This is an optimization exercise on Yosys and OpenROAD, whose aim is small area and a short achievable clock period, not a production implementation.
In this exercise RTL edits were held to simulation tests only and were not proved equivalent to the original.
Power is estimated from default activity; no workload was simulated.

$ cat design/flow/run.sh
#!/bin/bash
# synth_recipe.tcl (not shown) runs the flow's synth.tcl, then flattens the netlist and writes it again
# the make line also repeats each setting of config.mk as NAME=value (left out here)
make -C /OpenROAD-flow-scripts/flow DESIGN_CONFIG=/design/flow/config.mk WORK_HOME=/design/flow/orfs CLKGATE_MAP_FILE= SYNTH_SCRIPT=/design/flow/synth_recipe.tcl finish
$ cat design/flow/config.mk
export PLATFORM = sky130hd
export DESIGN_NAME = credit_if_else_raw_reg
export DESIGN_NICKNAME = credit_if_else_raw_reg
export VERILOG_FILES = /design/flow/design.v
export SDC_FILE = /design/flow/constraint.sdc
export NUM_CORES = 4
export LEC_CHECK = 0
export CAP_MARGIN = 20
export CORE_MARGIN = 2
export CORE_UTILIZATION = 50
export CTS_CLUSTER_DIAMETER = 80
export CTS_CLUSTER_SIZE = 24
export SETUP_SLACK_MARGIN = 3.0
export SLEW_MARGIN = 20
$ cat design/flow/constraint.sdc
create_clock -name core_clock -period 5.5 [get_ports {clock}]
set_input_delay 1.1000 -clock core_clock [delete_from_list [all_inputs] [get_ports {clock}]]
set_output_delay 1.1000 -clock core_clock [all_outputs]
set_load 0.01 [all_outputs]
$ cat design/flow/design.v
module credit_if_else_raw_reg #(
  parameter int unsigned DEPTH    = 128,
  parameter logic [15:0] INIT_VAL = 16'd0
) (
  input  logic        clock,
  input  logic        reset,
  input  logic        req_valid,
  input  logic [15:0] req_bits_index,
  input  logic [15:0] req_bits_data_1,
  input  logic [7:0]  req_bits_opCode_1,
  input  logic [15:0] req_bits_data_0,
  input  logic [7:0]  req_bits_opCode_0,
  input  logic        req_bits_predicate,
  output logic        resp_valid,
  output logic [15:0] resp_bits_new_val,
  output logic        init_done,
  output logic [15:0] err_count
);
  localparam int unsigned AW = 7;
  localparam int unsigned CW = 8;
  logic [CW-1:0]   sweep_cnt;
  logic            sweep_on;
  assign sweep_on = !sweep_cnt[7];
  always_ff @(posedge clock or negedge reset) begin
    if (!reset)        sweep_cnt <= '0;
    else if (sweep_on) sweep_cnt <= sweep_cnt + CW'(1);
  end
  always_ff @(posedge clock or negedge reset) begin
    if (!reset) init_done <= 1'b0;
    else        init_done <= sweep_cnt[7];
  end
  logic [15:0]     mem [DEPTH];
  logic            a_valid;
  logic [AW-1:0]   a_addr;
  logic            a_zero;
  logic            a_badop;
  logic [1:0]      a_op;
  logic [15:0]     a_d;
  logic            a_keep;
  logic            a_wr;
  logic            a_arith;
  logic            a_sub;
  logic            b_valid;
  logic [AW-1:0]   b_addr;
  logic            b_err;
  logic            b_upd;      
  logic            b_sub;
  logic            b_dz;       
  logic [15:0]     b_d;        
  logic [15:0]     b_rd;
  logic            b_keep_c, b_keep_r, b_wr, b_ar_c, b_ar_r;
  logic [16:0]     sum_c, sum_r;
  logic            en_c, en_r;
  logic [15:0]     upd_val;
  logic [15:0]     new_val;
  logic [3:0]      w_p0;
  logic [3:0]      w_p1;
  logic [7:0]      w_p2;
  logic [15:0]     w_data;
  logic [7:0]      sel_op;
  assign sel_op = req_bits_predicate ? req_bits_opCode_1 : req_bits_opCode_0;
  always_ff @(posedge clock or negedge reset) begin
    if (!reset) begin
      a_valid <= 1'b0;
      a_zero  <= 1'b1;
    end else begin
      a_valid <= req_valid;
      a_zero  <= (req_bits_index[15:AW] != '0) || !init_done;
    end
  end
  always_ff @(posedge clock) begin
    a_addr  <= req_bits_index[AW-1:0];
    a_badop <= (sel_op[7:2] != '0);
    a_op    <= sel_op[1:0];
    a_d     <= req_bits_predicate ? req_bits_data_1 : req_bits_data_0;
  end
  assign a_keep  = !a_zero & (a_badop | (a_op == 2'd0));
  assign a_wr    = !a_zero & !a_badop & (a_op == 2'd1);
  assign a_arith = !a_zero & !a_badop & a_op[1];
  assign a_sub   = (a_op == 2'd3);
  logic [15:0]     rd_t0 [64];
  logic [15:0]     rd_t1 [32];
  logic [15:0]     rd_t2 [16];
  logic [15:0]     rd_t3 [8];
  logic [15:0]     rd_t4 [4];
  logic [15:0]     rd_t5 [2];
  logic [15:0]     rd_mux;
  always_comb begin
    for (int i = 0; i < 64; i++) rd_t0[i] = a_addr[0] ? mem[2*i+1]   : mem[2*i];
    for (int i = 0; i < 32; i++) rd_t1[i] = a_addr[1] ? rd_t0[2*i+1] : rd_t0[2*i];
    for (int i = 0; i < 16; i++) rd_t2[i] = a_addr[2] ? rd_t1[2*i+1] : rd_t1[2*i];
    for (int i = 0; i < 8; i++)  rd_t3[i] = a_addr[3] ? rd_t2[2*i+1] : rd_t2[2*i];
    for (int i = 0; i < 4; i++)  rd_t4[i] = a_addr[4] ? rd_t3[2*i+1] : rd_t3[2*i];
    for (int i = 0; i < 2; i++)  rd_t5[i] = a_addr[5] ? rd_t4[2*i+1] : rd_t4[2*i];
    rd_mux = a_addr[6] ? rd_t5[1] : rd_t5[0];
  end
  logic            w_hit;
  assign w_hit = w_p0[a_addr[1:0]] & w_p1[a_addr[3:2]] & w_p2[a_addr[6:4]];
  logic            fwd;
  assign fwd = b_valid & b_upd & (b_addr == a_addr);
  always_ff @(posedge clock or negedge reset) begin
    if (!reset) begin
      b_valid <= 1'b0;
      b_wr    <= 1'b0;
      b_ar_c  <= 1'b0;
      b_ar_r  <= 1'b0;
    end else begin
      b_valid <= a_valid;
      b_wr    <= a_wr;
      b_ar_c  <= a_arith & fwd;
      b_ar_r  <= a_arith & !fwd;
    end
  end
  always_ff @(posedge clock) begin
    b_addr   <= a_addr;
    b_err    <= a_zero | a_badop;
    b_upd    <= a_wr | a_arith;
    b_sub    <= a_sub;
    b_dz     <= (a_d == '0);
    b_d      <= a_sub ? (~a_d + 16'd1) : a_d;
    b_keep_c <= a_keep & fwd;
    b_keep_r <= a_keep & !fwd;
    b_rd     <= w_hit ? w_data : rd_mux;
  end
  assign sum_c = {1'b0, resp_bits_new_val} + {1'b0, b_d};
  assign sum_r = {1'b0, b_rd} + {1'b0, b_d};
  assign en_c  = b_ar_c & (sum_c[16] | b_dz | !b_sub);
  assign en_r  = b_ar_r & (sum_r[16] | b_dz | !b_sub);
  assign upd_val = ({16{b_wr}} & b_d)
                 | ({16{en_c}} & sum_c[15:0])
                 | ({16{en_r}} & sum_r[15:0]);
  assign new_val = upd_val
                 | ({16{b_keep_c}} & resp_bits_new_val)
                 | ({16{b_keep_r}} & b_rd);
  always_ff @(posedge clock or negedge reset) begin
    if (!reset) begin
      resp_valid <= 1'b0;
      err_count  <= '0;
    end else begin
      resp_valid <= b_valid;
      if (b_valid && b_err && (err_count != '1))
        err_count <= err_count + 16'd1;
    end
  end
  always_ff @(posedge clock) begin
    resp_bits_new_val <= new_val;
  end
  logic [AW-1:0]   w_src;
  logic            w_go;
  assign w_src = sweep_on ? sweep_cnt[AW-1:0] : b_addr;
  assign w_go  = sweep_on | (b_valid & b_upd);
  always_ff @(posedge clock or negedge reset) begin
    if (!reset) begin
      w_p2 <= '0;
    end else begin
      w_p2 <= w_go ? (8'(1) << w_src[6:4]) : 8'd0;
    end
  end
  always_ff @(posedge clock) begin
    w_p0   <= 4'(1) << w_src[1:0];
    w_p1   <= 4'(1) << w_src[3:2];
    w_data <= upd_val;
  end
  always_ff @(posedge clock) begin
    for (int i = 0; i < DEPTH; i++)
      if (w_p0[i % 4] & w_p1[(i / 4) % 4] & w_p2[i / 16]) mem[i] <= w_data;
  end
endmodule
==> results of run 1 <==
logic make-up (layout without fill, tap and decap cells):
kind of cell               after synthesis  count (layout)  synth area share, %
muxes                                  609             609                 15.0
AOI/OAI and AO/OA                      443             443                 3.79
and+or+nand+nor                        426             427                 2.72
adders and majority gates               37              37                0.560
buffers and inverters                  254             529                 1.48
DFF                                   2199            2199                 75.8
xor gates and xnor gates                60              60                0.616
other                                    0               5                    0
Yosys cell counts (46+ instances only):
| cell type | number | area share, % |
|---|---|---|
| mux4_2 | 530 | 14 |
| nor2_1 | 58 | 0.26 |
| mux2_2 | 55 | 0.73 |
| a221o_1 | 59 | 0.69 |
| a221oi_1 | 46 | 0.47 |
| clkbuf_1 | 119 | 0.52 |
| nor2b_1 | 46 | 0.34 |
| and3_1 | 136 | 1.0 |
| nand2_1 | 68 | 0.30 |
| o21ai_0 | 58 | 0.34 |
| a21oi_1 | 52 | 0.30 |
| buf_2 | 64 | 0.38 |
| dfxtp_1 | 111 | 2.6 |
| edfxtp_1 | 2048 | 72 |
metrics by stage:
| step | power (mW) | instances | setup slack (ns) | hold slack (ns) |
|---|---|---|---|---|
| 6_report | 29.5 | 6527 | 2.61 | 0.365 |
| 5_1_grt | 30.3 | 6522 | 2.59 | 0.370 |
| 4_1_cts | 29.6 | 6462 | 2.61 | 0.361 |
| 2_1_floorplan | 19.3 | 4028 | 3.02 | 0.326 |
| 3_3_place_gp | 19.7 | 6188 | 0.960 | 0.333 |
| 3_5_place_dp | 19.7 | 6190 | 1.24 | 0.339 |
registers in the layout, summed over array words and instances, names as in the netlist, 2 cells and up:
register and count:
mem 2048, a_d 16, b_d 16, b_rd 16, err_count 16, resp_bits_new_val 16, w_data 16, sweep_cnt 8
w_p2 8, a_addr 7, b_addr 7, w_p0 4, w_p1 4, a_op 2
cell type report:
| cell class | instances | share of cell area [%] |
|---|---|---|
| Antenna cell | 5 | 0.0130 |
| Clock buffer | 138 | 3.15 |
| Clock inverter | 60 | 0.713 |
| Inverter | 23 | 0.0899 |
| Multi-Input combinational cell | 1576 | 21.7 |
| Sequential cell | 2199 | 67.5 |
| Tap cell | 2218 | 2.89 |
| Timing Repair Buffer | 308 | 3.87 |
where the power goes:
part | internal [mW] | switching (mW)
combinational | 0.685 | 0.866
sequential | 18.0 | 0.0954
clock | 4.38 | 5.48
metal layers:
metal	GRT usage [%]	vias up
met1	37.3	22600
met4	6.73	0
met3	3.26	260
met2	40.3	1635
li1	-	17400
met5	0	-
how the worst max path moves through the flow:
stage	to	slack [ns]	depth (start not counted)
2_1_floorplan	w_data[11]	3.02	10
6_report	b_rd[2]	2.61	9
3_5_place_dp	b_rd[15]	1.24	6
5_1_grt	b_rd[2]	2.59	9
3_3_place_gp	b_rd[9]	0.96	7
4_1_cts	b_rd[15]	2.61	7
repair_timing:
item,in CTS,in global routing
buffers inserted,52,47
cloned,22,12
resized for setup,398,150
setup endpoints to repair,84,41
pin swaps,17,39
==> results.cfg, run 1 <==
[status]
status = timing/DRC/antenna clean

[power]
p_leak_nw = 32.2
p_per_area_nw_per_um2 = 308
peakVddDrop_mv = 0.245

[timing]
max_freq_ghz = 0.346
slew_viol_final = 0
finalHoldViolCount = 0
setup-tns-final_ns = 0
fin_worst_skew_ns = 0.0431
worst_pin_slew_ns = 1.14
rsz0062_at_grt = true
setup_violations = 0
max_slew_margin_pct = 23.7
timing.final.crit_share_pct = 52.5
fin_crit_ns = 2.89

[hold_path]
holdPathStages = 0
min_path_type = reg2reg
holdCritStartpoint = a_valid
hold_end = b_valid

[synthesis]
netlist_instances = 4028
synth_seq_area_share_pct = 75.8
synth_nets = 4133
synth_edf_count = 2048
synthDistinctLibCells = 70
avgSynthCellArea_um2 = 21.2
yosysWarningCount = 8
ys_ff_latch = 2199
synthArstFlopShare_pct = 1.82
synthesis.area_um2 = 85300
ys.flop_type = edfxtp_1

[setup_path]
worst-path-max-fanout = 8
r2r_setup_slack_ns = 2.61
cp_top_family = compound AO/OA/AOI/OAI gates
worstPathCellList = buf_12 -> clkbuf_16 -> buf_16 -> buf_16 -> mux4_2 -> a221o_1 -> a211oi_2 -> nor4_4 -> a221o_1
worstPathRequired_ns = 6.18
cp-start-kind = flop
path_buf_inv = 4
arrival_ns = 3.57
cp-end-kind = flop
reg2reg_to = b_rd[2]
path_class = reg2reg
r2r-start = a_addr[0]
cp_slowest_cell = mux4_2
critPathLaunch = a_addr[0]
slowest_delay_ns = 0.51
reg2reg_depth = 9

[detailed_routing]
drc = 0
viasPerCell = 6.41
wl_met1_mm = 93.9
routed.top_layer = met4
ant_nets = 0
drt-initial-drc-count = 5113
wl_met3_mm = 15.5
routed_wl_mm = 223
met2_length_mm = 108
dr.pass1.iters = 8
vias = 41800
post_drt_wl_per_cell_um = 34.2

[grt]
gr-total-overflow = 0
grt_pass1_wl_mm = 313
track_usage_pct = 25.3
grt_max_degree = 91
antenna_found_initial = 9
grt_pass1_vias = 40900

[floorplan]
io_pins = 102
coreArea_um2 = 169000
start_util_pct = 50.4
fp.dieW_um = 417
rows = 151
die-area_um2 = 174000
dieHeight_um = 417

[layout]
layout_commonest_cell = edfxtp_1
post-route-util_pct = 56.7
final_cell_mix = edfxtp_1 (2048), mux4_2 (530), and3_1 (136), clkbuf_16 (129), buf_4 (120)
synthToLayoutAreaGrowth_pct = 12.5
multiInputGateArea_um2 = 20900
regArea_um2 = 64900
finalNetCount = 4328
fillCellCount = 12500
final_area_um2 = 96000
drive_gt1_share_pct = 29.9

[run]
max-cap-violations = 0

[clock_tree]
numCtsBuffers = 115
cts_tree = built
root_buffer = clkbuf_16
cts_max_level = 3
path_clk_slew_ns = 0.10
cts_hold_buffers = 0
cts_buffer_depth = 3
cts_sinks = 2199
clock_latency_ns = 0.80

[place]
portBuffers = 101
dpl.hpwl_mm = 126
placed_area_um2 = 88900
gp_congestion = 0.847
==> run 2: changes to the inputs <==
--- a/design/flow/config.mk
+++ b/design/flow/config.mk
@@ -7,8 +7,8 @@
 export LEC_CHECK = 0
 export CAP_MARGIN = 20
 export CORE_MARGIN = 2
-export CORE_UTILIZATION = 50
+export CORE_UTILIZATION = 58
 export CTS_CLUSTER_DIAMETER = 80
 export CTS_CLUSTER_SIZE = 24
-export SETUP_SLACK_MARGIN = 3.0
+export SETUP_SLACK_MARGIN = 3.2
 export SLEW_MARGIN = 20
==> results.cfg, run 2 <==
[status]
status = timing/DRC/antenna clean

[grt]
antenna_found_initial = 12
grt_max_degree = 91
busiest_layer = met2
met1_usage_pct = 42.9
track_usage_pct = 29.2
gr-total-overflow = 0
grt_pass1_wl_mm = 311
met2_usage_pct = 46.4
grt_pass1_vias = 41800
grt_use_met3_pct = 4.96

[timing]
max_slew_margin_pct = 25.1
setup-tns-final_ns = 0
max_freq_ghz = 0.345
fin_crit_ns = 2.90
slew_viol_final = 0
setup_violations = 0
rsz0062_at_grt = true
layout_setup_ws_ns = 2.60
worst_pin_slew_ns = 1.12
finalHoldViolCount = 0
timing.final.crit_share_pct = 52.7
fin_worst_skew_ns = 0.0313
hold_slack_ns = 0.338

[clock_tree]
root_buffer = clkbuf_16
path_clk_slew_ns = 0.09
clock_latency_ns = 0.77
cts_tree = built
cts_max_level = 3
cts_buffer_depth = 3
numCtsBuffers = 109
cts_sinks = 2199

[detailed_routing]
viasPerCell = 6.83
drc = 0
drt-initial-drc-count = 5159
routed_wl_mm = 220
ant_nets = 0
post_drt_wl_per_cell_um = 35.5
dr.pass1.iters = 5
vias = 42400

[power]
p_comb_share_pct = 5.4
internal_power_mw = 22.9
clkPwrFrac_pct = 32.2
p_total_mw = 29.1
p_leak_nw = 31.9
peakVddDrop_mv = 0.329
switching_power_mw = 6.19
power_frac_seq_pct = 62.4
p_per_area_nw_per_um2 = 305
switching_share_pct = 21.3

[synthesis]
ys_ff_latch = 2199
synthArstFlopShare_pct = 1.82
synth.most_common_cell = edfxtp_1
yosysTopAreaCell = edfxtp_1
synth_edf_count = 2048
synth_seq_area_share_pct = 75.8
ys.flop_type = edfxtp_1
yosys-top-cells-area = edfxtp_1 (72%), mux4_2 (14%), dfxtp_1 (2.6%)
synthesis.area_um2 = 85300
netlist.area_leader.share_pct = 72.1
netlist_instances = 4028
synthDistinctLibCells = 70
synth_nets = 4133
yosysWarningCount = 8
synth_common_cells = edfxtp_1 (2048), mux4_2 (530), and3_1 (136)
avgSynthCellArea_um2 = 21.2

[layout]
top_register = mem
largest_reg_flops = 2048
post-route-util_pct = 65.3
layout_commonest_cell = edfxtp_1
synthToLayoutAreaGrowth_pct = 11.7
stdcell_count = 6206
final_cell_mix = edfxtp_1 (2048), mux4_2 (530), clkbuf_16 (121), buf_4 (120), and3_2 (73)
final_area_um2 = 95300
finalNetCount = 4314
drive_gt1_share_pct = 30.8

[setup_path]
critPathLaunch = w_p2[5]
r2r-start = w_p2[5]
cp-end-kind = flop
r2r_setup_slack_ns = 2.60
slowest_delay_ns = 0.73
path_class = reg2reg
path_buf_inv = 1
cp_top_family = simple AND/OR/NAND/NOR gates
worstPathCellList = mux2_2 -> o22ai_1 -> nor3_4 -> nor2_4 -> buf_4 -> o21ai_2 -> nor4_4 -> a221o_1
worst-path-max-fanout = 17
worstPathRequired_ns = 6.20
cp-start-kind = flop
reg2reg_to = b_rd[7]
reg2reg_depth = 8
cp_slowest_cell = dfrtp_1
arrival_ns = 3.59

[place]
gp_congestion = 0.879
placed_cells = 5873
dpl_worst_slack_ns = 1.30
portBuffers = 101
dpl.hpwl_mm = 126
placed_area_um2 = 88400

[floorplan]
rows = 140
io_pins = 102
die-area_um2 = 150000
dieHeight_um = 388
coreArea_um2 = 146000
fp.dieW_um = 388
start_util_pct = 58.5

[hold_path]
min_path_type = in2async

[run]
max-cap-violations = 0
## run 2: changes by cell type in the layout (fill, tap and decap cells not counted), sizes merged
cell      previous run  this run
bufinv               7         4
clkbuf             150       157
clkinv              27        11
bufbuf               8         9
nor2                60        59
nor2b               46        47
inv                 40        38
diode                5         7
buf                222       220
clkinvlp             9         2
## run 2: final cells by class
| type | count | area (um2) |
|---|---|---|
| fill | 9493 | 50600 |
| inverter | 23 | 86.3 |
| sequential | 2199 | 64900 |
| multi-input combinational | 1576 | 20800 |
| timing repair buffer | 300 | 3640 |
| clock buffer | 152 | 3060 |
| clock inverter | 32 | 377 |
| tap | 1917 | 2400 |
| antenna | 7 | 17.5 |
## run 2: per-layer routing
metal	part of all wire (%)	vias up
met2	49	2097
met4	3.0	2
li1	-	17300
met5	0.0055	-
met1	40	22700
met3	8.5	282
## run 2: worst max path at each step
stage | end | slack (ns) | depth (start not counted)
final | b_rd[7] | 2.60 | 8
after floorplan | w_data[13] | 3.20 | 10
after global routing | b_rd[11] | 2.58 | 10
after global placement | b_rd[11] | 0.97 | 7
after detailed placement | b_rd[15] | 1.30 | 7
after CTS | b_rd[11] | 2.64 | 8
## run 2: cell families (layout without fill, tap and decap cells)
group / after synthesis / in the layout / share of synthesized area [%]
xor+xnor: 60 / 60 / 0.616
flops: 2199 / 2199 / 75.8
other cells: 0 / 7 / 0
mux: 609 / 609 / 15.0
buf+inv: 254 / 507 / 1.48
simple gates: 426 / 427 / 2.72
fa+ha+maj: 37 / 37 / 0.560
compound gates: 443 / 443 / 3.79
## run 2: power groups by stage
stage	Sequential (mW)	Clock (mW)	Combinational, mW
after detailed placement	18.6	0	1.18
after global placement	18.6	0	1.16
after floorplan	18.5	0	0.807
after CTS	18.1	9.49	1.43
final	18.1	9.36	1.56
after global routing	18.1	10.0	1.65
## run 2: what timing repair did
action                                  4_1_cts  5_1_grt
endpoints found under the setup margin      908      412
hold buffers                                  0        0
endpoints found under the hold margin         0        0
setup buffers                                71       46
pin swaps                                    18       36
resized for setup                           482      137
gates cloned                                 20        5
## run 2: worst reg2reg max path, delay by kind of cell (launching register included)
family,cells,cell delay [ns]
multiplexers,1,0.45
buffers and inverters,1,0.22
AND/OR/NAND/NOR,3,0.91
flip-flops,1,0.73
AO/OA/AOI/OAI,3,0.52
==> run 3: changes to the inputs <==
--- a/design/flow/design.v
+++ b/design/flow/design.v
@@ -78,16 +78,20 @@
   assign a_wr    = !a_zero & !a_badop & (a_op == 2'd1);
   assign a_arith = !a_zero & !a_badop & a_op[1];
   assign a_sub   = (a_op == 2'd3);
-  logic [15:0]     rd_t0 [64];
+  logic [3:0]      a_oh;
   logic [15:0]     rd_t1 [32];
   logic [15:0]     rd_t2 [16];
   logic [15:0]     rd_t3 [8];
   logic [15:0]     rd_t4 [4];
   logic [15:0]     rd_t5 [2];
   logic [15:0]     rd_mux;
+  always_ff @(posedge clock) begin
+    a_oh <= 4'(1) << req_bits_index[1:0];
+  end
   always_comb begin
-    for (int i = 0; i < 64; i++) rd_t0[i] = a_addr[0] ? mem[2*i+1]   : mem[2*i];
-    for (int i = 0; i < 32; i++) rd_t1[i] = a_addr[1] ? rd_t0[2*i+1] : rd_t0[2*i];
+    for (int i = 0; i < 32; i++)
+      rd_t1[i] = ({16{a_oh[0]}} & mem[4*i])     | ({16{a_oh[1]}} & mem[4*i + 1])
+               | ({16{a_oh[2]}} & mem[4*i + 2]) | ({16{a_oh[3]}} & mem[4*i + 3]);
     for (int i = 0; i < 16; i++) rd_t2[i] = a_addr[2] ? rd_t1[2*i+1] : rd_t1[2*i];
     for (int i = 0; i < 8; i++)  rd_t3[i] = a_addr[3] ? rd_t2[2*i+1] : rd_t2[2*i];
     for (int i = 0; i < 4; i++)  rd_t4[i] = a_addr[4] ? rd_t3[2*i+1] : rd_t3[2*i];
--- a/design/flow/config.mk
+++ b/design/flow/config.mk
@@ -7,8 +7,8 @@
 export LEC_CHECK = 0
 export CAP_MARGIN = 20
 export CORE_MARGIN = 2
-export CORE_UTILIZATION = 58
+export CORE_UTILIZATION = 50
 export CTS_CLUSTER_DIAMETER = 80
 export CTS_CLUSTER_SIZE = 24
-export SETUP_SLACK_MARGIN = 3.2
+export SETUP_SLACK_MARGIN = 3.0
 export SLEW_MARGIN = 20
==> results.cfg, run 3 <==
[timing]
setup-tns-final_ns = 0
finalHoldViolCount = 0
max_freq_ghz = 0.350
rsz0062_at_grt = true
fin_worst_skew_ns = 0.0458
max_slew_margin_pct = 19.1
slew_viol_final = 0
setup_violations = 0
timing.final.crit_share_pct = 52.0
worst_pin_slew_ns = 1.21
layout_setup_ws_ns = 2.64
fin_crit_ns = 2.86

[power]
switching_power_mw = 6.85
internal_power_mw = 23.2
peakVddDrop_mv = 0.257
switching_share_pct = 22.8
p_comb_share_pct = 7.2
clkPwrFrac_pct = 32.4
p_leak_nw = 32.1
p_per_area_nw_per_um2 = 317
power_frac_seq_pct = 60.4

[synthesis]
synthDistinctLibCells = 97
yosysTopAreaCell = edfxtp_1
synth_common_cells = edfxtp_1 (2048), a22oi_1 (559), buf_2 (231)
synth_edf_count = 2048
synthesis.area_um2 = 83700
synth_seq_area_share_pct = 77.4
synth_nets = 5040
ys_ff_latch = 2203
yosys-top-cells-area = edfxtp_1 (73%), a22oi_1 (5.0%), dfxtp_1 (2.8%)
netlist.area_leader.share_pct = 73.5
avgSynthCellArea_um2 = 17.0
synth.most_common_cell = edfxtp_1
netlist_instances = 4935
yosysWarningCount = 7
synthArstFlopShare_pct = 1.82
ys.flop_type = edfxtp_1

[clock_tree]
path_clk_slew_ns = 0.10
cts_buffer_depth = 3
cts_max_level = 3
cts_hold_buffers = 0
cts_sinks = 2203
numCtsBuffers = 112
root_buffer = clkbuf_16
clock_latency_ns = 0.80
cts_tree = built

[setup_path]
arrival_ns = 3.54
reg2reg_depth = 9
worst-path-max-fanout = 8
path_class = reg2reg
r2r_setup_slack_ns = 2.64
cp-end-kind = flop
cp-start-kind = flop
worstPathRequired_ns = 6.18
reg2reg_to = b_rd[10]
r2r-start = a_oh[2]

[status]
status = timing/DRC/antenna clean

[floorplan]
io_pins = 102
dieHeight_um = 413
rows = 150
die-area_um2 = 171000
start_util_pct = 50.2
fp.dieW_um = 413
coreArea_um2 = 167000

[place]
placed_area_um2 = 86800
gp_congestion = 0.849
placed_cells = 6983
dpl_worst_slack_ns = 1.59
portBuffers = 101
dpl.hpwl_mm = 137

[run]
max-cap-violations = 0

[detailed_routing]
routed_wl_mm = 263
post_drt_wl_per_cell_um = 35.7
vias = 50700
drc = 0
dr.pass1.iters = 8
viasPerCell = 6.88
ant_nets = 0
drt-initial-drc-count = 7945

[layout]
final_cell_mix = edfxtp_1 (2048), a22oi_1 (555), nand3_1 (217), nand2_1 (206)
final_area_um2 = 94800
post-route-util_pct = 56.9
largest_reg_flops = 2048
drive_gt1_share_pct = 16.1
top_register = mem
fillCellCount = 12700
stdcell_count = 7369
finalNetCount = 5190
synthToLayoutAreaGrowth_pct = 13.3
layout_commonest_cell = edfxtp_1
antennaDiodeCount = 0

[hold_path]
min_path_type = reg2reg
hold_end = b_valid
holdCritStartpoint = a_valid
holdPathStages = 0

[grt]
grt_max_degree = 94
grt_pass1_wl_mm = 366
antenna_found_initial = 7
gr-total-overflow = 0
track_usage_pct = 30.1
grt_pass1_vias = 47100
run 3: cell types whose count changed in the layout (fill, tap and decap cells not counted), sizes merged, moves of 83 or more:
cell,before,now
nand2,68,212
a221oi,46,156
a222oi,2,85
a22o,32,162
a22oi,25,559
nand3,18,226
mux4,530,31
run 3: worst max-delay path by stage:
stage	start	endpoint	slack, ns	cells after the start
CTS	a_oh[2]	b_rd[10]	2.81	8
global route	a_oh[2]	b_rd[9]	2.72	9
floorplan	w_data[8]	b_rd[8]	3.08	2
detailed placement	a_addr[2]	b_rd[9]	1.59	8
global placement	a_addr[2]	b_rd[9]	1.63	8
finish	a_oh[2]	b_rd[10]	2.64	9
run 3: area by class of cell:
class	count	area, um2	share of cell area, %
well taps	2204	2760	2.91
repair buffers	394	4940	5.21
clock inverters	49	617	0.650
multi-input cells	2347	18400	19.4
clock buffers	145	2990	3.16
flip-flops and latches	2203	65000	68.5
inverters	27	128	0.135
run 3: power by group through the flow:
stage / Clock, mW / Combinational [mW] / Sequential, mW
floorplan: 0 / 0.983 / 18.5
global placement: 0 / 1.54 / 18.6
detailed placement: 0 / 1.55 / 18.6
CTS: 9.80 / 2.00 / 18.2
global route: 10.3 / 2.24 / 18.2
finish: 9.75 / 2.16 / 18.2
run 3: worst max-delay path: stages (launching register included):
cell and delay [ns]:
dfxtp_4 0.40, buf_4 0.15, buf_12 0.13, buf_16 0.14, a222oi_1 0.83, a31oi_1 0.23
a21oi_2 0.42, nor3_2 0.08, a311oi_1 0.24, nor3_1 0.10
run 3: routing by layer:
| layer | track usage (%) | vias to the layer above | share of wire, % |
|---|---|---|---|
| li1 | - | 20700 | - |
| met1 | 43.7 | 26400 | 40 |
| met2 | 46.6 | 3066 | 46 |
| met3 | 5.44 | 468 | 10 |
| met4 | 9.26 | 8 | 3.5 |
| met5 | 0.283 | - | 0.038 |
run 3: per-stage QoR:
step | power [mW] | hold slack (ns)
after floorplan | 19.5 | 0.326
after global placement | 20.2 | 0.343
after detailed placement | 20.2 | 0.336
after CTS | 30.0 | 0.367
after global routing | 30.7 | 0.371
final | 30.1 | 0.364
run 3: kinds of logic after synthesis:
kind of cell    count (synthesis)  share of synthesized area, %
simple gates                  763                          4.57
mux                            61                          1.23
fa+ha+maj                      37                         0.571
flops                        2203                          77.4
xor+xnor                       62                         0.649
buf+inv                       385                          2.25
compound gates               1424                          13.3
run 3: repair_timing:
| action | CTS | global route |
|---|---|---|
| gates cloned | 34 | 9 |
| pin swaps | 83 | 73 |
| endpoints found under the setup margin | 82 | 48 |
| gates resized for setup | 435 | 104 |
| setup buffers | 103 | 45 |
==> run 4: changes to the inputs <==
--- a/design/flow/config.mk
+++ b/design/flow/config.mk
@@ -10,5 +10,5 @@
 export CORE_UTILIZATION = 50
 export CTS_CLUSTER_DIAMETER = 80
 export CTS_CLUSTER_SIZE = 24
-export SETUP_SLACK_MARGIN = 3.0
+export SETUP_SLACK_MARGIN = 3.4
 export SLEW_MARGIN = 20
==> results.cfg, run 4 <==
[synthesis]
synthArstFlopShare_pct = 1.82
synth_common_cells = edfxtp_1 (2048), a22oi_1 (559), buf_2 (231)
synth_seq_area_share_pct = 77.4
yosysTopAreaCell = edfxtp_1
synthDistinctLibCells = 97
netlist_instances = 4935
synthesis.area_um2 = 83700
ys.flop_type = edfxtp_1
netlist.area_leader.share_pct = 73.5
synth_nets = 5040
ys_ff_latch = 2203
synth.most_common_cell = edfxtp_1
yosysWarningCount = 7
yosys-top-cells-area = edfxtp_1 (73%), a22oi_1 (5.0%), dfxtp_1 (2.8%)
avgSynthCellArea_um2 = 17.0
synth_edf_count = 2048

[detailed_routing]
dr.pass1.iters = 7
post_drt_wl_per_cell_um = 36.1
ant_nets = 0
vias = 51200
viasPerCell = 6.93
routed_wl_mm = 267
drc = 0
drt-initial-drc-count = 8264

[timing]
max_slew_margin_pct = 20.4
max_freq_ghz = 0.372
fin_worst_skew_ns = 0.0473
fin_crit_ns = 2.69
worst_pin_slew_ns = 1.19
setup-tns-final_ns = 0
timing.final.crit_share_pct = 48.9
setup_violations = 0
slew_viol_final = 0
rsz0062_at_grt = true
finalHoldViolCount = 0

[setup_path]
cp_top_family = compound AO/OA/AOI/OAI gates
worstPathCellList = buf_16 -> buf_16 -> buf_12 -> buf_16 -> a222oi_1 -> nand2_2 -> a2111oi_4 -> a311oi_2 -> o32ai_2 -> nor2_1
worst-path-max-fanout = 6
path_class = reg2reg
path_buf_inv = 4
cp-end-kind = flop
cp-start-kind = flop
cp_common_cell = buf_16
arrival_ns = 3.36
cp_slowest_cell = a2111oi_4
slowest_delay_ns = 0.63
worstPathRequired_ns = 6.17

[power]
switching_power_mw = 6.97
power_frac_seq_pct = 60.0
p_leak_nw = 32.5
p_total_mw = 30.3
switching_share_pct = 23.0
internal_power_mw = 23.3
p_comb_share_pct = 7.6
clkPwrFrac_pct = 32.4
peakVddDrop_mv = 0.322
p_per_area_nw_per_um2 = 314

[status]
status = timing/DRC/antenna clean

[grt]
gr-total-overflow = 0
antenna_found_initial = 17
track_usage_pct = 30.0
grt_max_degree = 89
grt_pass1_vias = 47400
grt_pass1_wl_mm = 364

[layout]
top_register = mem
layout_commonest_cell = edfxtp_1
drive_gt1_share_pct = 19.9
synthToLayoutAreaGrowth_pct = 15.3
largest_reg_flops = 2048
final_area_um2 = 96500
finalNetCount = 5214
final_cell_mix = edfxtp_1 (2048), a22oi_1 (544), nand3_1 (219), nand2_1 (203), a22o_1 (162)
regArea_um2 = 65000
fillCellCount = 12500
stdcell_count = 7389
multiInputGateArea_um2 = 19200

[clock_tree]
cts_max_level = 3
cts_sinks = 2203
cts_hold_buffers = 0
cts_buffer_depth = 3
cts_tree = built
numCtsBuffers = 112
path_clk_slew_ns = 0.09
root_buffer = clkbuf_16
clock_latency_ns = 0.80

[place]
portBuffers = 101
placed_area_um2 = 86800
gp_congestion = 0.855
placed_cells = 6978
dpl.hpwl_mm = 135

[floorplan]
die-area_um2 = 171000
rows = 150
coreArea_um2 = 167000
io_pins = 102
start_util_pct = 50.2
fp.dieW_um = 413
dieHeight_um = 413

[run]
max-cap-violations = 0

[hold_path]
min_path_type = reg2reg
-- run 4: cell counts after synthesis --
No cell type changed its count.
-- run 4: area by class of cell --
type                            count  area share, %
Clock inverter                     48          0.608
Antenna cell                        3        0.00778
Inverter                           27          0.122
Tap cell                         2204           2.86
Multi-Input combinational cell   2347           19.9
Sequential cell                  2203           67.4
Clock buffer                      139           3.15
Timing Repair Buffer              418           6.02
-- run 4: stage by stage --
stage / hold WS [ns] / worst slack (ns) / util [%]
6_report: 0.369 / 2.81 / 57.9
5_1_grt: 0.401 / 2.79 / 57.9
4_1_cts: 0.375 / 2.88 / 56.9
3_5_place_dp: 0.345 / 1.46 / 52.1
3_3_place_gp: 0.346 / 1.24 / 52.1
2_1_floorplan: 0.326 / 3.23 / -
-- run 4: power by group through the flow --
stage	clock network (mW)	registers, mW	logic (mW)
6_report	9.80	18.2	2.30
2_1_floorplan	0	18.5	0.994
3_5_place_dp	0	18.6	1.54
3_3_place_gp	0	18.6	1.53
4_1_cts	9.83	18.2	2.07
5_1_grt	10.4	18.2	2.39
-- run 4: final timing paths --
kind,startpoint,slack (ns),cells past startpoint,end
max in group asynchronous,reset,4.37,1,w_p2[5]
worst max register to register,a_oh[3],2.81,10,b_rd[5]
worst min register to register,a_valid,0.37,0,b_valid
worst min-delay path,a_valid,0.37,0,b_valid
worst max-delay path,a_oh[3],2.81,10,b_rd[5]
min in group asynchronous,reset,0.45,1,resp_valid
-- run 4: cell families (layout without fill, tap and decap cells) --
logic type                 after synthesis  in the layout  share of synthesized area, %
xor gates and xnor gates                62             62                         0.649
muxes                                   61             61                          1.23
other                                    0              3                             0
DFF                                   2203           2203                          77.4
buffers and inverters                  385            632                          2.25
AOI/OAI and AO/OA                     1424           1424                          13.3
adders and majority gates               37             37                         0.571
and+or+nand+nor                        763            763                          4.57
-- run 4: what timing repair did --
action | 4_1_cts | 5_1_grt
endpoints found under the setup margin | 1934 | 663
setup buffers | 127 | 42
resized for setup | 660 | 196
gates cloned | 32 | 20
pin swaps | 114 | 98
-- run 4: worst register-to-register path, stage by stage (launching register included) --
cell and delay [ns]:
dfxtp_4 0.38, buf_16 0.16, buf_16 0.16, buf_12 0.14, buf_16 0.15, a222oi_1 0.29
nand2_2 0.20, a2111oi_4 0.63, a311oi_2 0.09, o32ai_2 0.30, nor2_1 0.08
-- run 4: per-layer routing --
layer / routed length [um] / global-route usage (%) / up-vias
li1: - / - / 20800
met1: 104000 / 43.4 / 26600
met2: 124000 / 46.3 / 3274
met3: 29200 / 5.18 / 484
met4: 9670 / 9.82 / 16
met5: 99 / 0 / -
==> run 5: changes to the inputs <==
--- a/design/flow/config.mk
+++ b/design/flow/config.mk
@@ -10,5 +10,5 @@
 export CORE_UTILIZATION = 50
 export CTS_CLUSTER_DIAMETER = 80
 export CTS_CLUSTER_SIZE = 24
-export SETUP_SLACK_MARGIN = 3.4
+export SETUP_SLACK_MARGIN = 3.8
 export SLEW_MARGIN = 20
==> results.cfg, run 5 <==
[place]
gp_congestion = 0.884
dpl.hpwl_mm = 139
portBuffers = 101

[synthesis]
synth.most_common_cell = edfxtp_1
yosysTopAreaCell = edfxtp_1
synth_common_cells = edfxtp_1 (2048), a22oi_1 (559), buf_2 (231)
synthesis.area_um2 = 83700
synth_nets = 5040
ys_ff_latch = 2203
netlist_instances = 4935
synthDistinctLibCells = 97
synth_seq_area_share_pct = 77.4
netlist.area_leader.share_pct = 73.5
ys.flop_type = edfxtp_1
synth_edf_count = 2048
yosysWarningCount = 7
yosys-top-cells-area = edfxtp_1 (73%), a22oi_1 (5.0%), dfxtp_1 (2.8%)
synthArstFlopShare_pct = 1.82
avgSynthCellArea_um2 = 17.0

[power]
switching_power_mw = 6.91
internal_power_mw = 23.4
p_leak_nw = 32.2
p_comb_share_pct = 7.3
clkPwrFrac_pct = 32.5
p_per_area_nw_per_um2 = 313
peakVddDrop_mv = 0.312
switching_share_pct = 22.8
p_total_mw = 30.3
power_frac_seq_pct = 60.1

[timing]
fin_crit_ns = 2.66
timing.final.crit_share_pct = 48.3
finalHoldViolCount = 0
worst_pin_slew_ns = 0.911
rsz0062_at_grt = true
setup-tns-final_ns = 0
setup_violations = 0
slew_viol_final = 0
hold_slack_ns = 0.359
max_freq_ghz = 0.376
fin_worst_skew_ns = 0.0512
max_slew_margin_pct = 39.3

[floorplan]
coreArea_um2 = 167000
fp.dieW_um = 413
die-area_um2 = 171000
io_pins = 102
dieHeight_um = 413
start_util_pct = 50.2
rows = 150

[grt]
grt_pass1_vias = 46900
grt_pass1_wl_mm = 361
grt_max_degree = 86
track_usage_pct = 29.8
antenna_found_initial = 12
gr-total-overflow = 0

[detailed_routing]
drt-initial-drc-count = 7776
dr.pass1.iters = 6
post_drt_wl_per_cell_um = 35.5
routed_wl_mm = 262
vias = 50500
viasPerCell = 6.84
drc = 0
ant_nets = 0

[layout]
layout_commonest_cell = edfxtp_1
final_cell_mix = edfxtp_1 (2048), a22oi_1 (548), nand3_1 (218), nand2_1 (203), a22o_1 (162)
synthToLayoutAreaGrowth_pct = 15.4
fillCellCount = 12500
largest_reg_flops = 2048
top_register = mem
post-route-util_pct = 57.9
drive_gt1_share_pct = 20.2
finalNetCount = 5215

[clock_tree]
cts_max_level = 3
clock_latency_ns = 0.81
cts_tree = built
path_clk_slew_ns = 0.09
cts_sinks = 2203
cts_buffer_depth = 3
numCtsBuffers = 112
root_buffer = clkbuf_16
cts_hold_buffers = 0

[setup_path]
cp-start-kind = flop
arrival_ns = 3.36
worst-path-max-fanout = 13
r2r-start = a_oh[2]
cp-end-kind = flop
critPathLaunch = a_oh[2]
path_class = reg2reg
worstPathRequired_ns = 6.20

[hold_path]
holdCritStartpoint = a_valid
min_path_type = reg2reg

[status]
status = timing/DRC/antenna clean

[run]
max-cap-violations = 0
-- run 5: cell counts after synthesis --
No cell type changed its count.
-- run 5: path summary, 6_finish.rpt --
kind | to | slack (ns) | cells after the start
hold / removal | b_valid | 0.36 | 0
setup / recovery | b_rd[15] | 2.84 | 10
hold reg to reg | b_valid | 0.36 | 0
min in group asynchronous | w_p2[4] | 0.42 | 1
setup reg to reg | b_rd[15] | 2.84 | 10
max in group asynchronous | w_p2[5] | 4.42 | 1
-- run 5: power groups by stage --
stage | clock (mW) | combinational (mW) | sequential, mW
6_report | 9.84 | 2.22 | 18.2
5_1_grt | 10.4 | 2.31 | 18.2
4_1_cts | 9.89 | 2.00 | 18.2
3_5_place_dp | 0 | 1.57 | 18.6
3_3_place_gp | 0 | 1.56 | 18.6
2_1_floorplan | 0 | 1.06 | 18.5
-- run 5: worst max-delay path, cell delays in order, from the launching register on --
cell	delay [ns]
dfxtp_4	0.37
buf_12	0.15
buf_12	0.16
buf_4	0.21
a22o_1	0.22
a221oi_1	0.35
o221ai_1	0.21
a31oi_1	0.40
a221oi_1	0.16
nor3_2	0.24
nor3_2	0.07
-- run 5: cell families after synthesis --
logic type	Yosys count	synth area share, %
mux	61	1.23
fa+ha+maj	37	0.571
buf+inv	385	2.25
simple gates	763	4.57
compound gates	1424	13.3
xor+xnor	62	0.649
flops	2203	77.4
-- run 5: repair_timing --
action	CTS	global route
pin swaps	71	97
cloned	17	14
buffers inserted	137	46
resized for setup	745	149
setup endpoints to repair	3151	741
-- run 5: metrics by stage --
stage,instances,area (um2),worst slack (ns)
3_3_place_gp,6986,87200,1.96
2_1_floorplan,4935,84600,3.23
6_report,7388,96600,2.84
4_1_cts,7325,95000,2.87
5_1_grt,7386,96600,2.81
3_5_place_dp,6986,87200,2.01
-- run 5: final cells by class --
| type | count | area (um2) | area share [%] |
|---|---|---|---|
| clock buffer | 135 | 2950 | 3.06 |
| inverter | 27 | 121 | 0.126 |
| tap | 2204 | 2760 | 2.86 |
| timing repair buffer | 419 | 5550 | 5.75 |
| multi-input combinational | 2347 | 19500 | 20.2 |
| clock inverter | 50 | 684 | 0.709 |
| antenna | 3 | 7.51 | 0.00777 |
| sequential | 2203 | 65000 | 67.3 |
-- run 5: per-layer routing --
layer	track usage, %	vias up	share of wire [%]
met2	45.6	2946	46
met3	5.65	427	11
li1	-	20800	-
met1	43.6	26300	40
met4	9.18	6	3.5
met5	0	-	0.018
==> run 6: changes to the inputs <==
--- a/design/flow/design.v
+++ b/design/flow/design.v
@@ -57,6 +57,7 @@
   logic [3:0]      w_p1;
   logic [7:0]      w_p2;
   logic [15:0]     w_data;
+  assign w_data = resp_bits_new_val;
   logic [7:0]      sel_op;
   assign sel_op = req_bits_predicate ? req_bits_opCode_1 : req_bits_opCode_0;
   always_ff @(posedge clock or negedge reset) begin
@@ -104,12 +105,16 @@
   assign fwd = b_valid & b_upd & (b_addr == a_addr);
   always_ff @(posedge clock or negedge reset) begin
     if (!reset) begin
-      b_valid <= 1'b0;
+      b_valid  <= 1'b0;
+      b_keep_c <= 1'b0;
+      b_keep_r <= 1'b0;
       b_wr    <= 1'b0;
       b_ar_c  <= 1'b0;
       b_ar_r  <= 1'b0;
     end else begin
-      b_valid <= a_valid;
+      b_valid  <= a_valid;
+      b_keep_c <= a_keep & fwd;
+      b_keep_r <= a_keep & !fwd;
       b_wr    <= a_wr;
       b_ar_c  <= a_arith & fwd;
       b_ar_r  <= a_arith & !fwd;
@@ -122,8 +127,6 @@
     b_sub    <= a_sub;
     b_dz     <= (a_d == '0);
     b_d      <= a_sub ? (~a_d + 16'd1) : a_d;
-    b_keep_c <= a_keep & fwd;
-    b_keep_r <= a_keep & !fwd;
     b_rd     <= w_hit ? w_data : rd_mux;
   end
   assign sum_c = {1'b0, resp_bits_new_val} + {1'b0, b_d};
@@ -163,7 +166,6 @@
   always_ff @(posedge clock) begin
     w_p0   <= 4'(1) << w_src[1:0];
     w_p1   <= 4'(1) << w_src[3:2];
-    w_data <= upd_val;
   end
   always_ff @(posedge clock) begin
     for (int i = 0; i < DEPTH; i++)
--- a/design/flow/config.mk
+++ b/design/flow/config.mk
@@ -10,5 +10,5 @@
 export CORE_UTILIZATION = 50
 export CTS_CLUSTER_DIAMETER = 80
 export CTS_CLUSTER_SIZE = 24
-export SETUP_SLACK_MARGIN = 3.8
+export SETUP_SLACK_MARGIN = 3.0
 export SLEW_MARGIN = 20
==> results.cfg, run 6 <==
[clock_tree]
numCtsBuffers = 111
root_buffer = clkbuf_16
cts_sinks = 2187
cts_tree = built
clock_latency_ns = 0.80
path_clk_slew_ns = 0.10
cts_buffer_depth = 3
cts_max_level = 3

[timing]
max_slew_margin_pct = 23.8
worst_pin_slew_ns = 1.14
rsz0062_at_grt = true
fin_crit_ns = 2.89
fin_worst_skew_ns = 0.0396
finalHoldViolCount = 0
max_freq_ghz = 0.346
setup_violations = 0
setup-tns-final_ns = 0
slew_viol_final = 0
timing.final.crit_share_pct = 52.5

[place]
portBuffers = 101
gp_congestion = 0.834
placed_area_um2 = 86700
dpl.hpwl_mm = 134
placed_cells = 6810

[layout]
drive_gt1_share_pct = 15.3
synthToLayoutAreaGrowth_pct = 12.6
finalNetCount = 5014
final_area_um2 = 93900
final_cell_mix = edfxtp_1 (2048), a22oi_1 (356), a22o_1 (285), a221oi_1 (237), buf_4 (162)
largest_reg_flops = 2048
top_register = mem
stdcell_count = 7184
layout_commonest_cell = edfxtp_1

[synthesis]
synth_edf_count = 2048
avgSynthCellArea_um2 = 17.6
synth.most_common_cell = edfxtp_1
yosysTopAreaCell = edfxtp_1
ys.flop_type = edfxtp_1
yosys-top-cells-area = edfxtp_1 (74%), a22oi_1 (3.2%), a22o_1 (3.0%)
synthDistinctLibCells = 72
netlist.area_leader.share_pct = 73.7
synthesis.area_um2 = 83400
ys_ff_latch = 2187
synth_nets = 4845
synth_seq_area_share_pct = 77.3
yosysWarningCount = 7
synth_common_cells = edfxtp_1 (2048), a22oi_1 (357), a22o_1 (286)
synthArstFlopShare_pct = 1.92
netlist_instances = 4740

[run]
max-cap-violations = 0

[grt]
gr-total-overflow = 0
grt_pass1_wl_mm = 365
grt_pass1_vias = 46100
grt_max_degree = 94
antenna_found_initial = 18
track_usage_pct = 30.4

[floorplan]
fp.dieW_um = 412
start_util_pct = 50.4
dieHeight_um = 412
rows = 149
die-area_um2 = 170000
io_pins = 102
coreArea_um2 = 165000

[hold_path]
holdPathStages = 0
min_path_type = reg2reg

[power]
peakVddDrop_mv = 0.327
p_leak_nw = 31.8
p_per_area_nw_per_um2 = 314

[setup_path]
cp-end-kind = flop
reg2reg_depth = 11
cp-start-kind = flop
arrival_ns = 3.54
worstPathRequired_ns = 6.15
path_class = reg2reg
worst-path-max-fanout = 8

[detailed_routing]
ant_nets = 0
drc = 0
routed_wl_mm = 261
vias = 49300
drt-initial-drc-count = 7448
post_drt_wl_per_cell_um = 36.4
dr.pass1.iters = 6
viasPerCell = 6.86

[status]
status = timing/DRC/antenna clean
[run 6: cells by family after synthesis]
group | Yosys count | synth area share [%]
DFF | 2187 | 77.3
AOI/OAI and AO/OA | 1378 | 13.1
and+or+nand+nor | 588 | 3.63
buffers and inverters | 383 | 2.48
muxes | 104 | 2.27
xor gates and xnor gates | 63 | 0.661
adders and majority gates | 37 | 0.573
[run 6: cell type report]
class	count	area [um2]
timing repair inverter	1	8.76
multi-input combinational	2170	17700
sequential	2187	64600
clock buffer	150	3000
tap	2189	2740
fill	12400	71500
antenna	6	15.0
timing repair buffer	408	5200
inverter	30	130
clock inverter	43	489
[run 6: metal layers]
metal  routed length [um]  track usage [%]  part of all wire [%]
met1               104000             44.1                    40
met2               118000             45.3                    45
met3                28700             6.30                    11
met4                10300             12.2                   3.9
met5                   62                0                 0.024
[run 6: worst max-delay path: stages, from the launching register on]
cell and delay (ns):
dfxtp_4 0.42, buf_12 0.17, buf_16 0.15, buf_12 0.14, buf_4 0.14, a222oi_1 0.32
nand3_1 0.26, a2111oi_1 0.54, buf_4 0.21, o21ai_2 0.10, o22ai_1 0.18, o31ai_1 0.09
[run 6: timing repair]
action / CTS / global route
hold endpoints to repair: 0 / 0
cloned: 22 / 5
gates resized for setup: 371 / 62
hold buffers: 0 / 0
pin swaps: 32 / 19
setup endpoints to repair: 66 / 129
setup buffers: 134 / 13
[run 6: power by group]
part	switching [mW]	internal, mW
Combinational	1.12	0.752
Clock	5.42	4.09
Sequential	0.124	18.0
Total	6.66	22.8
[run 6: path summary, 6_finish.rpt]
check / startpoint / endpoint / slack [ns]
min in group asynchronous: reset / sweep_cnt[3] / 0.47
max in group asynchronous: reset / b_ar_r / 4.44
max reg2reg: a_oh[0] / b_rd[2] / 2.61
min: a_valid / b_valid / 0.36
min reg2reg: a_valid / b_valid / 0.36
max: a_oh[0] / b_rd[2] / 2.61
[run 6: per-stage QoR]
step	setup slack, ns	utilization, %	hold WS (ns)	total power [mW]
after detailed placement	1.41	52.4	0.337	20.0
final	2.61	56.8	0.363	29.4
after global routing	2.54	56.8	0.401	30.1
after global placement	1.19	52.4	0.334	20.0
after CTS	2.65	56.4	0.368	29.4
after floorplan	2.62	-	0.326	19.4
==> run 7: changes to the inputs <==
--- a/design/flow/config.mk
+++ b/design/flow/config.mk
@@ -10,5 +10,5 @@
 export CORE_UTILIZATION = 50
 export CTS_CLUSTER_DIAMETER = 80
 export CTS_CLUSTER_SIZE = 24
-export SETUP_SLACK_MARGIN = 3.0
+export SETUP_SLACK_MARGIN = 3.4
 export SLEW_MARGIN = 20
==> results.cfg, run 7 <==
[status]
status = timing/DRC/antenna clean

[synthesis]
synth_nets = 4845
synth_edf_count = 2048
synth_top_family_by_area = compound AO/OA/AOI/OAI gates
synth_xor_area_share_pct = 0.661
synthArstFlopShare_pct = 1.92
synth_compound_area_share_pct = 13.1
synth_seq_area_share_pct = 77.3
yosys-top-cells-area = edfxtp_1 (74%), a22oi_1 (3.2%), a22o_1 (3.0%)
synth.most_common_cell = edfxtp_1
netlist_instances = 4740
yosysWarningCount = 7
netlist.area_leader.share_pct = 73.7
synthesis.area_um2 = 83400
synthDistinctLibCells = 72
ys_ff_latch = 2187
yosys.area_share.adder_pct = 0.573
avgSynthCellArea_um2 = 17.6
ys.flop_type = edfxtp_1
synth_common_cells = edfxtp_1 (2048), a22oi_1 (357), a22o_1 (286)
synth_simple_gate_area_share_pct = 3.63
yosysTopAreaCell = edfxtp_1
muxShareOfSynthArea_pct = 2.27

[place]
gp_congestion = 0.833
dpl.hpwl_mm = 135
portBuffers = 101
dpl_worst_slack_ns = 1.61
placed_cells = 6794

[layout]
post-route-util_pct = 57.9
drive_gt1_share_pct = 19.2
fillCellCount = 12300
multiInputGateArea_um2 = 18300
synthToLayoutAreaGrowth_pct = 14.8
top_register = mem
regArea_um2 = 64600
layout_commonest_cell = edfxtp_1
largest_reg_flops = 2048
stdcell_count = 7232
final_cell_mix = edfxtp_1 (2048), a22oi_1 (354), a22o_1 (286), a221oi_1 (219), buf_4 (158)
finalNetCount = 5065

[run]
max-cap-violations = 0

[detailed_routing]
wl_met1_mm = 104
dr.pass1.iters = 8
drt-initial-drc-count = 7975
drc = 0
post_drt_wl_per_cell_um = 36.6
viasPerCell = 6.87
routed.top_layer = met5
met2_length_mm = 124
vias = 49700
ant_nets = 0
wl_met3_mm = 28.8
routed_wl_mm = 265

[power]
p_leak_nw = 32.4
switching_share_pct = 22.6
peakVddDrop_mv = 0.294
power_frac_seq_pct = 60.2
p_per_area_nw_per_um2 = 314
clkPwrFrac_pct = 33.0
p_comb_share_pct = 6.9
switching_power_mw = 6.80
internal_power_mw = 23.2

[setup_path]
arrival_ns = 3.51
cp-end-kind = flop
worst-path-max-fanout = 15
worstPathRequired_ns = 6.16
cp-start-kind = flop
path_class = reg2reg

[grt]
grt_pass1_wl_mm = 369
grt_max_degree = 130
grt_pass1_vias = 46900
track_usage_pct = 30.7
antenna_found_initial = 14
gr-total-overflow = 0

[clock_tree]
clock_latency_ns = 0.79
cts_max_level = 3
path_clk_slew_ns = 0.09
numCtsBuffers = 113
cts_buffer_depth = 3
cts_sinks = 2187
cts_hold_buffers = 0
root_buffer = clkbuf_16
cts_tree = built

[timing]
max_freq_ghz = 0.351
fin_crit_ns = 2.85
worst_pin_slew_ns = 1.06
layout_setup_ws_ns = 2.65
setup_violations = 0
timing.final.crit_share_pct = 51.7
slew_viol_final = 0
setup-tns-final_ns = 0
max_slew_margin_pct = 29.7
rsz0062_at_grt = true
finalHoldViolCount = 0
fin_worst_skew_ns = 0.0402

[floorplan]
fp.dieW_um = 412
dieHeight_um = 412
io_pins = 102
rows = 149
start_util_pct = 50.4
die-area_um2 = 170000
coreArea_um2 = 165000

[hold_path]
min_path_type = reg2reg
-- run 7: cell counts after synthesis --
No cell type changed its count.
-- run 7: critical path: stages (launching register included) --
cell       delay (ns)
dfxtp_4          0.39
buf_16           0.17
buf_6            0.17
buf_4            0.18
bufbuf_16        0.30
a222oi_1         0.30
nand2_1          0.18
a2111oi_4        0.44
a211oi_4         0.10
a211oi_4         0.38
o41ai_2          0.09
-- run 7: routing by layer --
| metal | vias up | track usage, % |
|---|---|---|
| met5 | - | 0 |
| met1 | 26200 | 44.2 |
| li1 | 20300 | - |
| met3 | 361 | 5.99 |
| met4 | 16 | 9.82 |
| met2 | 2846 | 47.5 |
-- run 7: worst paths after layout --
check | startpoint | end | slack, ns | cells after the start
min in group asynchronous | reset | w_p2[4] | 0.47 | 1
hold reg to reg | a_valid | b_valid | 0.36 | 0
hold / removal | a_valid | b_valid | 0.36 | 0
setup / recovery | a_oh[3] | b_rd[7] | 2.65 | 10
max in group asynchronous | reset | err_count[7] | 4.36 | 1
setup reg to reg | a_oh[3] | b_rd[7] | 2.65 | 10
-- run 7: final cells by class --
class / instances / share of cell area (%)
Clock inverter: 44 / 0.642
Timing Repair Buffer: 456 / 6.54
Inverter: 30 / 0.136
Clock buffer: 152 / 3.21
Multi-Input combinational cell: 2171 / 19.1
Tap cell: 2189 / 2.86
Antenna cell: 2 / 0.00523
Timing Repair inverter: 1 / 0.00915
Sequential cell: 2187 / 67.5
-- run 7: logic make-up (layout without fill, tap and decap cells) --
family | count (synthesis) | in the layout
AND/OR/NAND/NOR | 588 | 589
flip-flops | 2187 | 2187
multiplexers | 104 | 104
buffers and inverters | 383 | 683
AO/OA/AOI/OAI | 1378 | 1378
other | 0 | 2
XOR/XNOR | 63 | 63
adder cells (fa/ha/maj) | 37 | 37
-- run 7: per-stage QoR --
stage / area, um2 / total power [mW] / hold slack [ns]
floorplan: 83700 / 19.4 / 0.326
global placement: 86600 / 20.0 / 0.338
detailed placement: 86600 / 20.0 / 0.340
CTS: 94500 / 29.9 / 0.369
global route: 95700 / 30.7 / 0.374
finish: 95700 / 30.0 / 0.364
-- run 7: timing repair --
action / CTS / global route
buffers inserted: 151 / 46
gates cloned: 33 / 10
setup endpoints to repair: 2421 / 639
endpoints found under the hold margin: 0 / 0
resized for setup: 569 / 125
pin swaps: 58 / 54
-- run 7: power groups by stage --
stage	Clock [mW]	Sequential, mW	Combinational (mW)
6_report	9.90	18.1	2.07
5_1_grt	10.5	18.1	2.16
3_5_place_dp	0	18.5	1.48
4_1_cts	9.93	18.1	1.92
3_3_place_gp	0	18.5	1.47
2_1_floorplan	0	18.4	0.973
==> run 8: changes to the inputs <==
--- a/design/flow/design.v
+++ b/design/flow/design.v
@@ -57,7 +57,6 @@
   logic [3:0]      w_p1;
   logic [7:0]      w_p2;
   logic [15:0]     w_data;
-  assign w_data = resp_bits_new_val;
   logic [7:0]      sel_op;
   assign sel_op = req_bits_predicate ? req_bits_opCode_1 : req_bits_opCode_0;
   always_ff @(posedge clock or negedge reset) begin
@@ -79,22 +78,20 @@
   assign a_wr    = !a_zero & !a_badop & (a_op == 2'd1);
   assign a_arith = !a_zero & !a_badop & a_op[1];
   assign a_sub   = (a_op == 2'd3);
-  logic [3:0]      a_oh;
+  logic [1:0]      a_lo [4];
+  logic [1:0]      a_mi [2];
+  always_ff @(posedge clock) begin
+    for (int c = 0; c < 4; c++) a_lo[c] <= req_bits_index[1:0] ^ 2'(c);
+    for (int c = 0; c < 2; c++) a_mi[c] <= req_bits_index[3:2] ^ 2'(3 * c);
+  end
   logic [15:0]     rd_t1 [32];
-  logic [15:0]     rd_t2 [16];
   logic [15:0]     rd_t3 [8];
   logic [15:0]     rd_t4 [4];
   logic [15:0]     rd_t5 [2];
   logic [15:0]     rd_mux;
-  always_ff @(posedge clock) begin
-    a_oh <= 4'(1) << req_bits_index[1:0];
-  end
   always_comb begin
-    for (int i = 0; i < 32; i++)
-      rd_t1[i] = ({16{a_oh[0]}} & mem[4*i])     | ({16{a_oh[1]}} & mem[4*i + 1])
-               | ({16{a_oh[2]}} & mem[4*i + 2]) | ({16{a_oh[3]}} & mem[4*i + 3]);
-    for (int i = 0; i < 16; i++) rd_t2[i] = a_addr[2] ? rd_t1[2*i+1] : rd_t1[2*i];
-    for (int i = 0; i < 8; i++)  rd_t3[i] = a_addr[3] ? rd_t2[2*i+1] : rd_t2[2*i];
+    for (int i = 0; i < 32; i++) rd_t1[i] = mem[4*i + int'(a_lo[i % 4] ^ 2'(i % 4))];
+    for (int i = 0; i < 8; i++)  rd_t3[i] = rd_t1[4*i + int'(a_mi[i % 2] ^ 2'(3 * (i % 2)))];
     for (int i = 0; i < 4; i++)  rd_t4[i] = a_addr[4] ? rd_t3[2*i+1] : rd_t3[2*i];
     for (int i = 0; i < 2; i++)  rd_t5[i] = a_addr[5] ? rd_t4[2*i+1] : rd_t4[2*i];
     rd_mux = a_addr[6] ? rd_t5[1] : rd_t5[0];
@@ -105,16 +102,12 @@
   assign fwd = b_valid & b_upd & (b_addr == a_addr);
   always_ff @(posedge clock or negedge reset) begin
     if (!reset) begin
-      b_valid  <= 1'b0;
-      b_keep_c <= 1'b0;
-      b_keep_r <= 1'b0;
+      b_valid <= 1'b0;
       b_wr    <= 1'b0;
       b_ar_c  <= 1'b0;
       b_ar_r  <= 1'b0;
     end else begin
-      b_valid  <= a_valid;
-      b_keep_c <= a_keep & fwd;
-      b_keep_r <= a_keep & !fwd;
+      b_valid <= a_valid;
       b_wr    <= a_wr;
       b_ar_c  <= a_arith & fwd;
       b_ar_r  <= a_arith & !fwd;
@@ -127,6 +120,8 @@
     b_sub    <= a_sub;
     b_dz     <= (a_d == '0);
     b_d      <= a_sub ? (~a_d + 16'd1) : a_d;
+    b_keep_c <= a_keep & fwd;
+    b_keep_r <= a_keep & !fwd;
     b_rd     <= w_hit ? w_data : rd_mux;
   end
   assign sum_c = {1'b0, resp_bits_new_val} + {1'b0, b_d};
@@ -166,6 +161,7 @@
   always_ff @(posedge clock) begin
     w_p0   <= 4'(1) << w_src[1:0];
     w_p1   <= 4'(1) << w_src[3:2];
+    w_data <= upd_val;
   end
   always_ff @(posedge clock) begin
     for (int i = 0; i < DEPTH; i++)
--- a/design/flow/config.mk
+++ b/design/flow/config.mk
@@ -10,5 +10,5 @@
 export CORE_UTILIZATION = 50
 export CTS_CLUSTER_DIAMETER = 80
 export CTS_CLUSTER_SIZE = 24
-export SETUP_SLACK_MARGIN = 3.4
+export SETUP_SLACK_MARGIN = 3.0
 export SLEW_MARGIN = 20
==> results.cfg, run 8 <==
[place]
dpl.hpwl_mm = 147
dpl_worst_slack_ns = 1.25
portBuffers = 101
gp_congestion = 0.875
placed_cells = 6364

[synthesis]
synthesis.area_um2 = 85500
synthArstFlopShare_pct = 1.82
synthDistinctLibCells = 72
ys.flop_type = edfxtp_1
muxShareOfSynthArea_pct = 14.1
synth_common_cells = edfxtp_1 (2048), mux4_2 (449), mux2i_1 (159)
synth_xor_area_share_pct = 0.645
netlist_instances = 4173
synth_compound_area_share_pct = 4.62
synth_seq_area_share_pct = 75.8
synth_edf_count = 2048
synth_simple_gate_area_share_pct = 2.54
ys_ff_latch = 2203
yosysWarningCount = 8
yosys-top-cells-area = edfxtp_1 (72%), mux4_2 (12%), dfxtp_1 (2.7%)
yosys.area_share.adder_pct = 0.559
avgSynthCellArea_um2 = 20.5
synth_top_family_by_area = multiplexers
netlist.area_leader.share_pct = 71.9
yosysTopAreaCell = edfxtp_1
synth_nets = 4278
synth.most_common_cell = edfxtp_1

[timing]
max_slew_margin_pct = 16.6
slew_viol_final = 0
rsz0062_at_grt = true
layout_setup_ws_ns = 2.65
finalHoldViolCount = 0
worst_pin_slew_ns = 1.25
setup_violations = 0
setup-tns-final_ns = 0
max_freq_ghz = 0.350
timing.final.crit_share_pct = 51.9
hold_slack_ns = 0.289
fin_worst_skew_ns = 0.0516
fin_crit_ns = 2.85

[grt]
grt_max_degree = 93
busiest_layer = met2
grt_pass1_vias = 43200
track_usage_pct = 28.5
antenna_found_initial = 19
met1_usage_pct = 41.3
gr-total-overflow = 0
met2_usage_pct = 44.4
grt_pass1_wl_mm = 346
grt_use_met3_pct = 5.42

[detailed_routing]
viasPerCell = 6.61
routed_wl_mm = 249
ant_nets = 0
drt-initial-drc-count = 6381
drc = 0
vias = 44900
dr.pass1.iters = 7
post_drt_wl_per_cell_um = 36.6

[clock_tree]
cts_sinks = 2203
root_buffer = clkbuf_16
cts_tree = built
cts_hold_buffers = 0
path_clk_slew_ns = 0.10
numCtsBuffers = 114
cts_max_level = 3
cts_buffer_depth = 3
clock_latency_ns = 0.81

[power]
p_per_area_nw_per_um2 = 307
clkPwrFrac_pct = 33.4
peakVddDrop_mv = 0.276
p_comb_share_pct = 5.7
p_leak_nw = 33.1
power_frac_seq_pct = 60.9
switching_share_pct = 22.2
internal_power_mw = 23.2
switching_power_mw = 6.62

[floorplan]
die-area_um2 = 174000
start_util_pct = 50.4
rows = 151
io_pins = 102
fp.dieW_um = 418
coreArea_um2 = 170000
dieHeight_um = 418

[layout]
synthToLayoutAreaGrowth_pct = 13.8
layout_commonest_cell = edfxtp_1
drive_gt1_share_pct = 29.8
multiInputGateArea_um2 = 21000
final_cell_mix = edfxtp_1 (2048), mux4_2 (449), buf_4 (206), mux2i_1 (154), clkbuf_16 (121)
regArea_um2 = 65000
stdcell_count = 6786
largest_reg_flops = 2048
top_register = mem
finalNetCount = 4571
fillCellCount = 12400

[setup_path]
worst-path-max-fanout = 7
cp-start-kind = flop
path_class = reg2reg
worstPathRequired_ns = 6.17
critPathLaunch = a_lo[3][0]
r2r-start = a_lo[3][0]
cp-end-kind = flop
reg2reg_to = b_rd[8]
crit_end = b_rd[8]
arrival_ns = 3.52
r2r_setup_slack_ns = 2.65
reg2reg_depth = 10

[hold_path]
min_path_type = in2async

[run]
max-cap-violations = 0

[status]
status = timing/DRC/antenna clean
==> run 8: power groups by stage <==
stage	sequential [mW]	clock, mW	combinational [mW]
finish	18.2	9.97	1.69
CTS	18.2	10.0	1.59
detailed placement	18.6	0	1.25
global route	18.2	10.6	1.77
global placement	18.6	0	1.24
floorplan	18.5	0	0.805
==> run 8: stage by stage <==
step | util (%) | instance area (um2) | power (mW)
floorplan | - | 85500 | 19.3
global placement | 52.5 | 89100 | 19.9
detailed placement | 52.5 | 89100 | 19.9
CTS | 56.7 | 96300 | 29.8
global route | 57.3 | 97300 | 30.6
finish | 57.4 | 97300 | 29.9
==> run 8: worst min-delay path by stage <==
stage	slack (ns)	end	depth (start not counted)	start
CTS	0.36	b_valid	0	a_valid
global route	0.30	b_valid	1	reset
global placement	0.34	b_valid	0	a_valid
detailed placement	0.34	b_valid	0	a_valid
finish	0.29	w_p2[5]	1	reset
floorplan	0.33	b_addr[4]	0	a_addr[4]
==> run 8: cell families (layout without fill, tap and decap cells) <==
kind of cell | Yosys count | after routing
buffers and inverters | 280 | 658
XOR/XNOR | 63 | 63
AO/OA/AOI/OAI | 540 | 540
AND/OR/NAND/NOR | 413 | 416
other | 0 | 14
flip-flops | 2203 | 2203
multiplexers | 637 | 637
adder cells (fa/ha/maj) | 37 | 37
==> run 8: cell type report <==
cell class | count | area share, %
clock inverters | 55 | 0.644
flip-flops and latches | 2203 | 66.8
inverters | 37 | 0.147
diodes | 14 | 0.0360
repair buffers | 417 | 4.76
well taps | 2218 | 2.85
multi-input cells | 1693 | 21.6
clock buffers | 149 | 3.21
==> run 8: what timing repair did <==
| item | 4_1_cts | 5_1_grt |
|---|---|---|
| endpoints found under the setup margin | 1012 | 70 |
| pin swaps | 54 | 61 |
| buffers inserted | 122 | 55 |
| cloned | 22 | 2 |
| gates resized for setup | 544 | 108 |
==> run 8: worst max-delay path: stages, from the launching register on <==
cell	delay (ns)
dfxtp_4	0.45
buf_16	0.18
buf_16	0.16
buf_8	0.12
mux4_2	0.49
mux2_4	0.31
a2111oi_4	0.43
buf_4	0.23
a31oi_4	0.06
a21oi_2	0.16
o31ai_1	0.07
==> run 8: layer usage <==
layer / part of all wire, % / up-vias
met4: 3.5 / 4
met2: 47 / 2432
li1: - / 18100
met3: 9.6 / 369
met5: 0.010 / -
met1: 40 / 24000

-- port drivers added, routing unchanged --
How much do the figures lean on ideal ports? The routed layouts below were timed once more, with nothing changed but the port constraints.
Step 1: set_driving_cell puts a clkbuf_16 on clock and a buf_2 on each other input, an assumption about the parent block.
Step 2 times the ports against the registers' clock, not the clock port: input delays grow and output delays shrink by t, the midpoint of the rising clock arrivals with the driver on.
Slacks: no drivers / after step 1 / after step 2; pairs: no drivers / after step 1.
run	shift t [ns]	setup slack, ns	hold slack, ns	worst slew at a driven data input, ns
run 1	0.871	2.612 / 2.612 / 2.612	0.365 / 0.337 / 0.365	0.07
run 2	0.835	2.604 / 2.604 / 2.604	0.338 / 0.281 / 0.367	0.12
run 3	0.874	2.641 / 2.641 / 2.641	0.364 / 0.364 / 0.364	0.06
run 4	0.865	2.813 / 2.813 / 2.813	0.369 / 0.369 / 0.369	0.05
run 5	0.873	2.841 / 2.841 / 2.841	0.359 / 0.357 / 0.359	0.05
run 6	0.863	2.611 / 2.611 / 2.611	0.363 / 0.363 / 0.363	0.05
run 7	0.855	2.654 / 2.654 / 2.654	0.364 / 0.364 / 0.364	0.05
run 8	0.867	2.646 / 2.646 / 2.646	0.289 / 0.234 / 0.361	0.05
After both steps every run listed still meets setup and hold.
